Context: an optimization exercise on an open-source flow, tuned for small area. The choices shown serve that exercise and are no tape-out recipe. At most, simulation tests tie the RTL to the original design; equivalence was not proved.

==> module tnr_step_small, before the edit <==
module tnr_step_small (
    input  logic [8:0] r,
    input  logic [8:0] dv,
    output logic [8:0] rn,
    output logic       q
);
    wire [9:0] s0_an = {r, 1'b1};
    wire [9:0] s0_a = ~s0_an;
    wire [9:0] s0_d = {1'b0, dv};
    wire [9:0] s0_g = ~s0_a & s0_d;
    wire [9:0] s0_pp = ~s0_a | s0_d;
    wire s0_r1 = s0_g[1] | (s0_pp[1] & s0_g[0]);
    wire s0_r2 = s0_g[2] | (s0_pp[2] & s0_r1);
    wire s0_r3 = s0_g[3] | (s0_pp[3] & s0_r2);
    wire s0_r4 = s0_g[4] | (s0_pp[4] & s0_r3);
    wire s0_h0_1g = s0_g[6] | (s0_pp[6] & s0_g[5]);
    wire s0_h0_1p = s0_pp[6] & s0_pp[5];
    wire s0_h0_3g = s0_g[8] | (s0_pp[8] & s0_g[7]);
    wire s0_h0_3p = s0_pp[8] & s0_pp[7];
    wire s0_h1_2g = s0_g[7] | (s0_pp[7] & s0_h0_1g);
    wire s0_h1_2p = s0_pp[7] & s0_h0_1p;
    wire s0_h1_3g = s0_h0_3g | (s0_h0_3p & s0_h0_1g);
    wire s0_h1_3p = s0_h0_3p & s0_h0_1p;
    wire s0_h2_4g = s0_g[9] | (s0_pp[9] & s0_h1_3g);
    wire s0_h2_4p = s0_pp[9] & s0_h1_3p;
    wire s0_c5 = s0_g[5] | (s0_pp[5] & s0_r4);
    wire s0_c6 = s0_h0_1g | (s0_h0_1p & s0_r4);
    wire s0_c7 = s0_h1_2g | (s0_h1_2p & s0_r4);
    wire s0_c8 = s0_h1_3g | (s0_h1_3p & s0_r4);
    wire s0_c9 = s0_h2_4g | (s0_h2_4p & s0_r4);
    wire [9:0] s0_GF = {s0_c9, s0_c8, s0_c7, s0_c6, s0_c5, s0_r4, s0_r3, s0_r2, s0_r1, s0_g[0]};
    wire [9:0] s0_bin = {s0_GF[8:0], 1'b0};
    assign q = ~s0_GF[9];
    assign rn = s0_an[8:0] ^ ({9{q}} & (s0_d[8:0] ^ s0_bin[8:0]));
endmodule
==> module tnr_blend_top, before the edit <==
module tnr_blend_top (
    input  logic        clk,
    input  logic        reset,
    input  logic        in_valid,
    input  logic [11:0] cur,
    input  logic [11:0] prev,
    input  logic [8:0]  blend_th0,
    input  logic [8:0]  blend_th1,
    output logic        out_valid,
    output logic [11:0] out_pixel
);
    logic [11:0] f_base;
    logic [9:0]  f_tm;
    logic [8:0]  f_r;
    logic [8:0]  f_dv;
    tnr_front i_front (
        .cur       (cur),
        .prev      (prev),
        .blend_th0 (blend_th0),
        .blend_th1 (blend_th1),
        .base      (f_base),
        .tm        (f_tm),
        .r         (f_r),
        .dv        (f_dv)
    );
    logic        c0_v;
    logic [11:0] c0_base;
    logic [9:0]  c0_tm;
    logic [8:0]  c0_r;
    logic [8:0]  c0_dv;
    always_ff @(posedge clk) begin
        if (reset) c0_v <= 1'b0;
        else       c0_v <= in_valid;
    end
    always_ff @(posedge clk) begin
        c0_base <= f_base;
        c0_tm   <= f_tm;
        c0_r    <= f_r;
        c0_dv   <= f_dv;
    end
    logic [8:0] r1;
    logic       qb1;
    tnr_step_small i_step1 (.r(c0_r), .dv(c0_dv), .rn(r1), .q(qb1));
    logic [8:0] r2;
    logic       qb2;
    tnr_step_small i_step2 (.r(r1), .dv(c0_dv), .rn(r2), .q(qb2));
    logic        c2_v;
    logic [11:0] c2_base;
    logic [9:0]  c2_tm;
    logic [8:0]  c2_r;
    logic [8:0]  c2_dv;
    logic [1:0]  c2_q;
    always_ff @(posedge clk) begin
        if (reset) c2_v <= 1'b0;
        else       c2_v <= c0_v;
    end
    always_ff @(posedge clk) begin
        c2_base <= c0_base;
        c2_tm   <= c0_tm;
        c2_r    <= r2;
        c2_dv   <= c0_dv;
        c2_q    <= {qb1, qb2};
    end
    logic [8:0] r3;
    logic       qb3;
    tnr_step i_step3 (.r(c2_r), .dv(c2_dv), .rn(r3), .q(qb3));
    logic [8:0] r4;
    logic       qb4;
    tnr_step i_step4 (.r(r3), .dv(c2_dv), .rn(r4), .q(qb4));
    logic [8:0] r5;
    logic       qb5;
    tnr_step i_step5 (.r(r4), .dv(c2_dv), .rn(r5), .q(qb5));
    logic        c5_v;
    logic [11:0] c5_base;
    logic [9:0]  c5_tm;
    logic [8:0]  c5_r;
    logic [8:0]  c5_dv;
    logic [4:0]  c5_q;
    always_ff @(posedge clk) begin
        if (reset) c5_v <= 1'b0;
        else       c5_v <= c2_v;
    end
    always_ff @(posedge clk) begin
        c5_base <= c2_base;
        c5_tm   <= c2_tm;
        c5_r    <= r5;
        c5_dv   <= c2_dv;
        c5_q    <= {c2_q[1], c2_q[0], qb3, qb4, qb5};
    end
    logic [8:0] r6;
    logic       qb6;
    tnr_step i_step6 (.r(c5_r), .dv(c5_dv), .rn(r6), .q(qb6));
    logic [8:0] r7;
    logic       qb7;
    tnr_step i_step7 (.r(r6), .dv(c5_dv), .rn(r7), .q(qb7));
    logic [8:0] r8;
    logic       qb8;
    tnr_qstep i_step8 (.r(r7), .dv(c5_dv), .q(qb8));
    assign r8 = '0;
    logic        c8_v;
    logic [11:0] c8_base;
    logic [9:0]  c8_tm;
    logic [7:0]  c8_q;
    always_ff @(posedge clk) begin
        if (reset) c8_v <= 1'b0;
        else       c8_v <= c5_v;
    end
    always_ff @(posedge clk) begin
        c8_base <= c5_base;
        c8_tm   <= c5_tm;
        c8_q    <= {c5_q[4], c5_q[3], c5_q[2], c5_q[1], c5_q[0], qb6, qb7, qb8};
    end
    logic [11:0] mix;
    tnr_mix i_mix (.q({c8_q[7], c8_q[6], c8_q[5], c8_q[4], c8_q[3], c8_q[2], c8_q[1], c8_q[0]}), .tm(c8_tm), .base(c8_base), .o(mix));
    always_ff @(posedge clk) begin
        if (reset) out_valid <= 1'b0;
        else       out_valid <= c8_v;
    end
    always_ff @(posedge clk) begin
        out_pixel <= mix;
    end
endmodule
Settings: LEC_CHECK=0, CAP_MARGIN=20, CORE_MARGIN=2, CORE_UTILIZATION=60, CTS_BUF_LIST=sky130_fd_sc_hd__clkbuf_8, GPL_TIMING_DRIVEN=0, SLEW_MARGIN=20, SYNTH_HIERARCHICAL=1; clock period 5.0 ns.
standard.sh (not shown) runs the stock make flow with config.mk's settings and CLKGATE_MAP_FILE= SYNTH_SCRIPT=/design/flow/synth_recipe.tcl, a recipe that flattens the netlist after the stock synthesis.
==> flow/flow/run.sh <==
#!/bin/bash
# The standard layout (standard.sh, all steps) with two changes:
# - the buffer placed on every input and output port is the smallest buffer,
#   sky130_fd_sc_hd__buf_1, instead of the default clkdlybuf4s50_1;
# - clock tree synthesis does not add dummy load cells to the clock tree.
# All tool output goes to standard.log in this folder; ORFS keeps its own
# per-step logs under orfs/logs/.
export BUFFER_PORTS_ARGS="-buffer_cell sky130_fd_sc_hd__buf_1"
export CTS_ARGS="-sink_clustering_enable -repair_clock_nets -buf_list sky130_fd_sc_hd__clkbuf_8 -dont_use_dummy_load"
bash standard.sh > standard.log 2>&1
status=$?
tail -n 30 standard.log
exit $status
Edit:
--- a/flow/design.v
+++ b/flow/design.v
@@ -70,43 +70,8 @@
     wire [9:0] s0_bin = {s0_GF[8:0], 1'b0};
     assign q = ~s0_GF[9];
     assign rn = s0_an[8:0] ^ ({9{q}} & (s0_d[8:0] ^ s0_bin[8:0]));
 endmodule
-module tnr_step_small (
-    input  logic [8:0] r,
-    input  logic [8:0] dv,
-    output logic [8:0] rn,
-    output logic       q
-);
-    wire [9:0] s0_an = {r, 1'b1};
-    wire [9:0] s0_a = ~s0_an;
-    wire [9:0] s0_d = {1'b0, dv};
-    wire [9:0] s0_g = ~s0_a & s0_d;
-    wire [9:0] s0_pp = ~s0_a | s0_d;
-    wire s0_r1 = s0_g[1] | (s0_pp[1] & s0_g[0]);
-    wire s0_r2 = s0_g[2] | (s0_pp[2] & s0_r1);
-    wire s0_r3 = s0_g[3] | (s0_pp[3] & s0_r2);
-    wire s0_r4 = s0_g[4] | (s0_pp[4] & s0_r3);
-    wire s0_h0_1g = s0_g[6] | (s0_pp[6] & s0_g[5]);
-    wire s0_h0_1p = s0_pp[6] & s0_pp[5];
-    wire s0_h0_3g = s0_g[8] | (s0_pp[8] & s0_g[7]);
-    wire s0_h0_3p = s0_pp[8] & s0_pp[7];
-    wire s0_h1_2g = s0_g[7] | (s0_pp[7] & s0_h0_1g);
-    wire s0_h1_2p = s0_pp[7] & s0_h0_1p;
-    wire s0_h1_3g = s0_h0_3g | (s0_h0_3p & s0_h0_1g);
-    wire s0_h1_3p = s0_h0_3p & s0_h0_1p;
-    wire s0_h2_4g = s0_g[9] | (s0_pp[9] & s0_h1_3g);
-    wire s0_h2_4p = s0_pp[9] & s0_h1_3p;
-    wire s0_c5 = s0_g[5] | (s0_pp[5] & s0_r4);
-    wire s0_c6 = s0_h0_1g | (s0_h0_1p & s0_r4);
-    wire s0_c7 = s0_h1_2g | (s0_h1_2p & s0_r4);
-    wire s0_c8 = s0_h1_3g | (s0_h1_3p & s0_r4);
-    wire s0_c9 = s0_h2_4g | (s0_h2_4p & s0_r4);
-    wire [9:0] s0_GF = {s0_c9, s0_c8, s0_c7, s0_c6, s0_c5, s0_r4, s0_r3, s0_r2, s0_r1, s0_g[0]};
-    wire [9:0] s0_bin = {s0_GF[8:0], 1'b0};
-    assign q = ~s0_GF[9];
-    assign rn = s0_an[8:0] ^ ({9{q}} & (s0_d[8:0] ^ s0_bin[8:0]));
-endmodule
 module tnr_qstep (
     input  logic [8:0] r,
     input  logic [8:0] dv,
     output logic       q
@@ -478,12 +443,12 @@
         c0_dv   <= f_dv;
     end
     logic [8:0] r1;
     logic       qb1;
-    tnr_step_small i_step1 (.r(c0_r), .dv(c0_dv), .rn(r1), .q(qb1));
+    tnr_step i_step1 (.r(c0_r), .dv(c0_dv), .rn(r1), .q(qb1));
     logic [8:0] r2;
     logic       qb2;
-    tnr_step_small i_step2 (.r(r1), .dv(c0_dv), .rn(r2), .q(qb2));
+    tnr_step i_step2 (.r(r1), .dv(c0_dv), .rn(r2), .q(qb2));
     logic        c2_v;
     logic [11:0] c2_base;
     logic [9:0]  c2_tm;
     logic [8:0]  c2_r;
Outcome:
- The new run finished clean
- worst setup slack degrades by 0.091 ns
- worst hold slack degrades by 0.0044 ns
- clock-buffer cell count is unchanged
- utilization rose by 0.53 points
- via count rose by 2.9%
- global-route usage fell by 0.19 points
- first-iteration DRC count fell by 3.2%
- design area rose by 1.2%
- die area rose by about 0.8%
- register-to-register slack degrades by 0.05 ns
The RTL of the second run of this note was laid out without a check of its function.

-- afterwards: timing with drivers on the ports --
Ports are ideal in the flow. The routed layouts listed here were re-timed in OpenROAD.
Step 1 assumes that a clkbuf_16 drives the clock port and a buf_2 every other input.
Step 2 moves the port delays by t, midway between the first and last clock arrival at a register: inputs arrive t later, outputs are due t later. That takes back most of the time a late clock gives input paths.
Three values: ideal ports, drivers, drivers and shift; two values: the first two.
run	t (ns)	setup WS [ns]	cell pins on the clock port's net
the first run	0.469	0.293 / 0.305 / -0.160	1
the second run	0.470	0.202 / 0.226 / -0.244	1
With both steps, setup timing fails in the first run and the second run, where it was met with ideal ports. For the first run, which loses most, drivers alone change the setup slack by +0.012 ns; drivers and shift together by -0.453 ns.
